Background: an optimization exercise with open tools, aiming at small area, a short achievable clock period and few clock cycles. Do not read the settings as production practice.
At most, simulation tests tie the RTL to the original design; equivalence was not proved.

Setup of cedar:
// aggregate_top
module aggregate_top (
	input logic clk,
	input logic rst,
	input logic start,
	input logic [agg_pkg::COUNT_W-1:0] num_vertices,
	input logic rec_valid,
	input logic [link_pkg::REC_W-1:0] rec,
	output logic credit_return,
	input logic load_we,
	input logic [agg_pkg::VADDR_W-1:0] load_addr,
	input logic [agg_pkg::FEAT_W-1:0] load_data,
	input logic [agg_pkg::VADDR_W-1:0] rd_addr,
	output logic [agg_pkg::FEAT_W-1:0] rd_data,
	output logic busy,
	output logic done
);
	logic [link_pkg::REC_W-1:0] head;
	logic head_valid;
	logic pop;
	logic [agg_pkg::VADDR_W-1:0] src_rd_addr;
	logic src_rd_en;
	logic [agg_pkg::FEAT_W-1:0] src_data;
	logic [agg_pkg::ISSUE_W-1:0] issue;
	logic dst_we;
	logic [agg_pkg::VADDR_W-1:0] dst_addr;
	logic [agg_pkg::FEAT_W-1:0] dst_data;
	record_ingress ingress_i (
		.clk(clk),
		.rst(rst),
		.rec_valid(rec_valid),
		.rec(rec),
		.pop(pop),
		.head(head),
		.head_valid(head_valid),
		.credit_return(credit_return)
	);
	aggregate_ctrl ctrl_i (
		.clk(clk),
		.rst(rst),
		.start(start),
		.num_vertices(num_vertices),
		.head(head),
		.head_valid(head_valid),
		.load_we(load_we),
		.pop(pop),
		.src_rd_addr(src_rd_addr),
		.src_rd_en(src_rd_en),
		.issue(issue),
		.done(done),
		.busy(busy)
	);
  ...
For scale: roughly 6400 cells after synthesis, roughly 180 I/O pins, about 100000 um^2 of cells after synthesis.
==> flow/config.mk <==
export PLATFORM = sky130hd
export DESIGN_NAME = aggregate_top
export DESIGN_NICKNAME = aggregate_top
export VERILOG_FILES = /design/flow/design.v
export SDC_FILE = /design/flow/constraint.sdc
export NUM_CORES = 4
export LEC_CHECK = 0
export CAP_MARGIN = 20
export CORE_MARGIN = 2
export CORE_UTILIZATION = 40
export SETUP_SLACK_MARGIN = 5
export SLEW_MARGIN = 20
export TNS_END_PERCENT = 100
==> flow/constraint.sdc <==
create_clock -name core_clock -period 8.5 [get_ports {clk}]
set_input_delay 1.7000 -clock core_clock [delete_from_list [all_inputs] [get_ports {clk}]]
set_output_delay 1.7000 -clock core_clock [all_outputs]
set_load 0.01 [all_outputs]
standard.sh (not shown) runs the stock make flow with config.mk's settings and CLKGATE_MAP_FILE= SYNTH_SCRIPT=/design/flow/synth_recipe.tcl, a recipe that flattens the netlist after the stock synthesis.
==> flow/flow/run.sh <==
#!/bin/bash
set -euo pipefail
MARGIN=${MARGIN:-5.6}
sed "s/SETUP_SLACK_MARGIN=[0-9.]*/SETUP_SLACK_MARGIN=$MARGIN/" standard.sh > standard_margin.sh
grep -q "SETUP_SLACK_MARGIN=$MARGIN" standard_margin.sh
bash standard_margin.sh > standard.log 2>&1
Relative to cedar, the following input files were edited for fjord:
- TNS_END_PERCENT removed (was 100)
==> flow/run.sh (new file) <==
#!/bin/bash
# synth_recipe.tcl (not shown) runs the flow's synth.tcl, then flattens the netlist and writes it again
# the make line also repeats each setting of config.mk as NAME=value (left out here)
make -C /OpenROAD-flow-scripts/flow DESIGN_CONFIG=/design/flow/config.mk WORK_HOME=/design/flow/orfs CLKGATE_MAP_FILE= SYNTH_SCRIPT=/design/flow/synth_recipe.tcl finish
removed: flow/flow/run.sh
removed: flow/standard.sh
==> comparison <==
- Diff cedar -> fjord: initial antenna violation count shows an increase of 14, design area -about 7%, met2 wire length dropped about 8%.
- In fjord relative to cedar, final cell count had gone down by a few percent.
- Comparing cedar against fjord, there is no change at all in sequential cell count.
- fjord reports its highest-delay cell along the critical path as sky130_fd_sc_hd__fa_1 while cedar reports sky130_fd_sc_hd__nand4_1.
- fjord: part of the cycle the worst path needs 0.73 points above cedar
- Compare cedar and fjord | synthesis-to-layout area growth lower: fjord
- Between cedar and fjord, the difference in global placer's final weighted congestion is negligible.
[inputs] zinc vs fjord
- an added TNS_END_PERCENT of 100
zinc | stages: all done | timing, DRC, antenna: all pass. Summary of zinc over fjord: pin count of the biggest net entering global routing was more or less identical; total I/O pin count shows no meaningful change; total non-filler cell area in the finished layout held. Re via count: no difference whatsoever between zinc and fjord. Summary of zinc over fjord: standard-cell row count barely changed, count of clock-buffer cells in the layout essentially unchanged, depth of the worst register-to-register path held.
No functional check of the RTL was part of any run of this note.

---

aggregate_top, a different RTL version from the one above (not shown whole).
Size: roughly 6200 cells after synthesis, roughly 2500 flip-flops, ~180 I/O pins.
Design aggregate_top, start of the top module:
module aggregate_top (
	input logic clk,
	input logic rst,
	input logic start,
	input logic [agg_pkg::COUNT_W-1:0] num_vertices,
	input logic rec_valid,
	input logic [link_pkg::REC_W-1:0] rec,
	output logic credit_return,
	input logic load_we,
	input logic [agg_pkg::VADDR_W-1:0] load_addr,
	input logic [agg_pkg::FEAT_W-1:0] load_data,
	input logic [agg_pkg::VADDR_W-1:0] rd_addr,
	output logic [agg_pkg::FEAT_W-1:0] rd_data,
	output logic busy,
	output logic done
);
Settings: LEC_CHECK=0, CAP_MARGIN=20, CORE_MARGIN=2, CORE_UTILIZATION=40, CTS_BUF_LIST=sky130_fd_sc_hd__clkbuf_16, CTS_CLUSTER_DIAMETER=70, CTS_CLUSTER_SIZE=24, SETUP_SLACK_MARGIN=5, SLEW_MARGIN=20; clock period 8.5 ns.
==> flow/flow/run.sh <==
#!/bin/bash
set -euo pipefail
MARGIN=5.4
sed "s/SETUP_SLACK_MARGIN=[0-9.]*/SETUP_SLACK_MARGIN=$MARGIN/" standard.sh > standard_margin.sh
grep -q "SETUP_SLACK_MARGIN=$MARGIN" standard_margin.sh
bash standard_margin.sh > standard.log 2>&1
Testbench counts at the start, summed over its fixed seeds: cycles 3,824.
Edit:
==> flow/run.sh (new file) <==
#!/bin/bash
# synth_recipe.tcl (not shown) runs the flow's synth.tcl, then flattens the netlist and writes it again
# the make line also repeats each setting of config.mk as NAME=value (left out here)
make -C /OpenROAD-flow-scripts/flow DESIGN_CONFIG=/design/flow/config.mk WORK_HOME=/design/flow/orfs CLKGATE_MAP_FILE= SYNTH_SCRIPT=/design/flow/synth_recipe.tcl finish
removed: flow/flow/run.sh
removed: flow/standard.sh
- clock skew stays flat
- worst hold slack improved by 23 ps
- area after synthesis does not change
- cell count falls by 1.9%
- design area shrinks by 3.7%
- worst setup slack loses 58 ps
- via count fell by 2.8%
- clock-buffer cell count stays the same
- non-clock buffer count went down by 182
Edit:
--- a/flow/config.mk
+++ b/flow/config.mk
@@ -9,7 +9,4 @@
 export CORE_MARGIN = 2
 export CORE_UTILIZATION = 40
-export CTS_BUF_LIST = sky130_fd_sc_hd__clkbuf_16
-export CTS_CLUSTER_DIAMETER = 70
-export CTS_CLUSTER_SIZE = 24
 export SETUP_SLACK_MARGIN = 5
 export SLEW_MARGIN = 20
Outcome:
- global-route usage is higher by 0.21 points
- routed wire length went up by 1.1%
- cell area climbs by 3.0%
- setup slack gets worse by 12 ps

---

tundra:
aggregate_top, a different RTL version from the one above (not shown whole).
Size: ~6400 cells after synthesis, about 2500 flip-flops, ~180 I/O pins, ~100000 µm² of cells after synthesis.
Settings: LEC_CHECK=0, CAP_MARGIN=20, CORE_MARGIN=2, CORE_UTILIZATION=40, CTS_BUF_LIST=sky130_fd_sc_hd__clkbuf_16, CTS_CLUSTER_DIAMETER=70, CTS_CLUSTER_SIZE=24, SETUP_SLACK_MARGIN=4.5, SLEW_MARGIN=20; clock period 8.5 ns.
run.sh (not shown) runs the stock make flow with config.mk's settings and CLKGATE_MAP_FILE= SYNTH_SCRIPT=/design/flow/synth_recipe.tcl, a recipe that flattens the netlist after the stock synthesis.
Stock flow here: none of the scripts above is used.
tundra finished every stage and its layout cleared the timing, design-rule and antenna checks.
Inputs modified between tundra and raven:
# tundra
export LEC_CHECK = 0
export CAP_MARGIN = 20
export CORE_MARGIN = 2
export CORE_UTILIZATION = 40
export CTS_BUF_LIST = sky130_fd_sc_hd__clkbuf_16
export CTS_CLUSTER_DIAMETER = 70
export CTS_CLUSTER_SIZE = 24
export SETUP_SLACK_MARGIN = 4.5
export SLEW_MARGIN = 20
create_clock -name core_clock -period 8.5 [get_ports {clk}]
# raven
export LEC_CHECK = 0
export CAP_MARGIN = 20
export CORE_MARGIN = 2
export CORE_UTILIZATION = 40
export CTS_BUF_LIST = sky130_fd_sc_hd__clkbuf_16
export CTS_CLUSTER_DIAMETER = 70
export CTS_CLUSTER_SIZE = 24
export SETUP_SLACK_MARGIN = 5
export SLEW_MARGIN = 20
create_clock -name core_clock -period 8.5 [get_ports {clk}]
==> flow/flow/run.sh (new file) <==
#!/bin/bash
set -euo pipefail
MARGIN=5.7
sed "s/SETUP_SLACK_MARGIN=[0-9.]*/SETUP_SLACK_MARGIN=$MARGIN/" standard.sh > standard_margin.sh
grep -q "SETUP_SLACK_MARGIN=$MARGIN" standard_margin.sh
bash standard_margin.sh > standard.log 2>&1
==> flow/standard.sh (new file) <==
#!/bin/bash
# synth_recipe.tcl (not shown) runs the flow's synth.tcl, then flattens the netlist and writes it again
# the make line also repeats each setting of config.mk as NAME=value (left out here)
make -C /OpenROAD-flow-scripts/flow DESIGN_CONFIG=/design/flow/config.mk WORK_HOME=/design/flow/orfs CLKGATE_MAP_FILE= SYNTH_SCRIPT=/design/flow/synth_recipe.tcl "${@:-finish}"
removed: flow/run.sh
[summary]
Area taken by multi-input logic gates: raven vs tundra up about 10%
Looking at number of clock buffers in the layout across raven and tundra, the one that comes out higher is raven.
NOTE: overall track demand over capacity in global routing in raven exceeds that of tundra
The following lists how ember was set up differently from raven:
# raven
export LEC_CHECK = 0
export CAP_MARGIN = 20
export CORE_MARGIN = 2
export CORE_UTILIZATION = 40
export CTS_BUF_LIST = sky130_fd_sc_hd__clkbuf_16
export CTS_CLUSTER_DIAMETER = 70
export CTS_CLUSTER_SIZE = 24
export SETUP_SLACK_MARGIN = 5
export SLEW_MARGIN = 20
create_clock -name core_clock -period 8.5 [get_ports {clk}]
# ember
export LEC_CHECK = 0
export CAP_MARGIN = 20
export CORE_MARGIN = 2
export CORE_UTILIZATION = 40
export CTS_BUF_LIST = sky130_fd_sc_hd__clkbuf_16
export CTS_CLUSTER_DIAMETER = 90
export CTS_CLUSTER_SIZE = 32
export PLACE_DENSITY = 0.5
export SETUP_SLACK_MARGIN = 5
export SLEW_MARGIN = 20
create_clock -name core_clock -period 8.5 [get_ports {clk}]
==> flow/run.sh (new file) <==
#!/bin/bash
# synth_recipe.tcl (not shown) runs the flow's synth.tcl, then flattens the netlist and writes it again
# the make line also repeats each setting of config.mk as NAME=value (left out here)
make -C /OpenROAD-flow-scripts/flow DESIGN_CONFIG=/design/flow/config.mk WORK_HOME=/design/flow/orfs CLKGATE_MAP_FILE= SYNTH_SCRIPT=/design/flow/synth_recipe.tcl finish
removed: flow/flow/run.sh
removed: flow/standard.sh
Summary of the comparison: number of buffers added by the clock tree synthesis step is lower in ember, relative to raven.
Comparing raven against ember, there is no change at all in largest buffer count on any clock path.
Cmp ember vs raven: critical path depth lower in ember
Having completed the whole flow, ember delivered a layout that passed the timing, design-rule and antenna checks.
Measured against each other, ember and raven differ in via count, the lower figure coming from ember.
The part of the cycle the worst path needs of ember exceeds that of raven by 2.2 points.
Run comparison: ember worst setup path startpoint load_we; raven worst setup path startpoint src_buf_i.rd_data[51]
Going from raven to ember, maximum frequency shrinks by 5.5%.
Last element of the critical path: src_buf_i.mem[940] -> ember, mac_i.s2_rows[124] -> raven
[compare] base=raven new=ember: flip-flop and latch count held steady, total number of H-tree levels shrank by 1, minimum clock period after layout grew by 0.19 ns.
Input changes introduced in sierra (baseline for comparison: ember):
# ember
export LEC_CHECK = 0
export CAP_MARGIN = 20
export CORE_MARGIN = 2
export CORE_UTILIZATION = 40
export CTS_BUF_LIST = sky130_fd_sc_hd__clkbuf_16
export CTS_CLUSTER_DIAMETER = 90
export CTS_CLUSTER_SIZE = 32
export PLACE_DENSITY = 0.5
export SETUP_SLACK_MARGIN = 5
export SLEW_MARGIN = 20
create_clock -name core_clock -period 8.5 [get_ports {clk}]
# sierra
export LEC_CHECK = 0
export CAP_MARGIN = 20
export CORE_MARGIN = 2
export CORE_UTILIZATION = 40
export CTS_BUF_LIST = sky130_fd_sc_hd__clkbuf_16
export CTS_CLUSTER_DIAMETER = 70
export CTS_CLUSTER_SIZE = 24
export SETUP_SLACK_MARGIN = 5
export SLEW_MARGIN = 20
create_clock -name core_clock -period 8.5 [get_ports {clk}]
==> flow/flow/run.sh (new file) <==
#!/bin/bash
set -euo pipefail
MARGIN=5.4
sed "s/SETUP_SLACK_MARGIN=[0-9.]*/SETUP_SLACK_MARGIN=$MARGIN/" standard.sh > standard_margin.sh
grep -q "SETUP_SLACK_MARGIN=$MARGIN" standard_margin.sh
bash standard_margin.sh > standard.log 2>&1
==> flow/standard.sh (new file) <==
#!/bin/bash
# synth_recipe.tcl (not shown) runs the flow's synth.tcl, then flattens the netlist and writes it again
# the make line also repeats each setting of config.mk as NAME=value (left out here)
make -C /OpenROAD-flow-scripts/flow DESIGN_CONFIG=/design/flow/config.mk WORK_HOME=/design/flow/orfs CLKGATE_MAP_FILE= SYNTH_SCRIPT=/design/flow/synth_recipe.tcl "${@:-finish}"
removed: flow/run.sh
Notes after the runs:
Looking at ember and sierra, the sequential cell area is a wash.
Comparing number of global-route vias before repair for ember and sierra, the bigger number came from sierra.
Going from ember to sierra, maximum level of the CTS H-tree saw an increase; number of placed instances, taps included ~0 delta; combined area of the multi-input logic cells up 3.9%.
No run of this note included a check of the RTL's function; only the layout flow was run.

==> separate check: timing with driven ports <==
No port has a modelled driver above. Below, the same layouts with a new extraction and two added sets of constraints.
Step 1 sets driving cells, clkbuf_16 on the clock port and buf_2 on the other inputs (assumed; they add their load-dependent delay and slew).
Step 2 also shifts input and output timing later by t, the mid clock arrival at the registers, as if the neighbouring blocks saw the same clock.
a / b / c = ideal / step 1 / step 2; a / b = the first two.
| run | shift t [ns] | setup WS [ns] | clock arrival spread, ns | worst register clock-pin slew, ns |
|---|---|---|---|---|
| cedar | 1.029 | 4.864 / 4.864 / 4.258 | 0.101 / 0.100 | 0.07 / 0.07 |
| fjord | 1.016 | 4.802 / 4.802 / 4.032 | 0.091 / 0.090 | 0.07 / 0.07 |
| zinc | 1.016 | 4.802 / 4.802 / 4.032 | 0.091 / 0.090 | 0.07 / 0.07 |
| the first run of note 2 | 0.951 | 5.047 / 5.047 / 4.391 | 0.060 / 0.059 | 0.10 / 0.10 |
| the second run of note 2 | 0.938 | 4.989 / 4.971 / 4.103 | 0.060 / 0.061 | 0.10 / 0.10 |
| the third run of note 2 | 1.018 | 4.977 / 4.974 / 4.052 | 0.097 / 0.097 | 0.06 / 0.06 |
| tundra | 0.914 | 4.464 / 4.497 / 3.583 | 0.041 / 0.040 | 0.10 / 0.10 |
| raven | 0.921 | 5.212 / 5.212 / 4.739 | 0.052 / 0.052 | 0.10 / 0.10 |
| ember | 0.914 | 5.022 / 4.973 / 4.156 | 0.062 / 0.062 | 0.13 / 0.13 |
| sierra | 0.923 | 5.121 / 5.121 / 4.460 | 0.048 / 0.049 | 0.10 / 0.10 |
After both steps setup and hold are still met in every run listed. For the third run of note 2, which loses most, drivers alone change the setup slack by -0.003 ns; drivers and shift together by -0.925 ns.
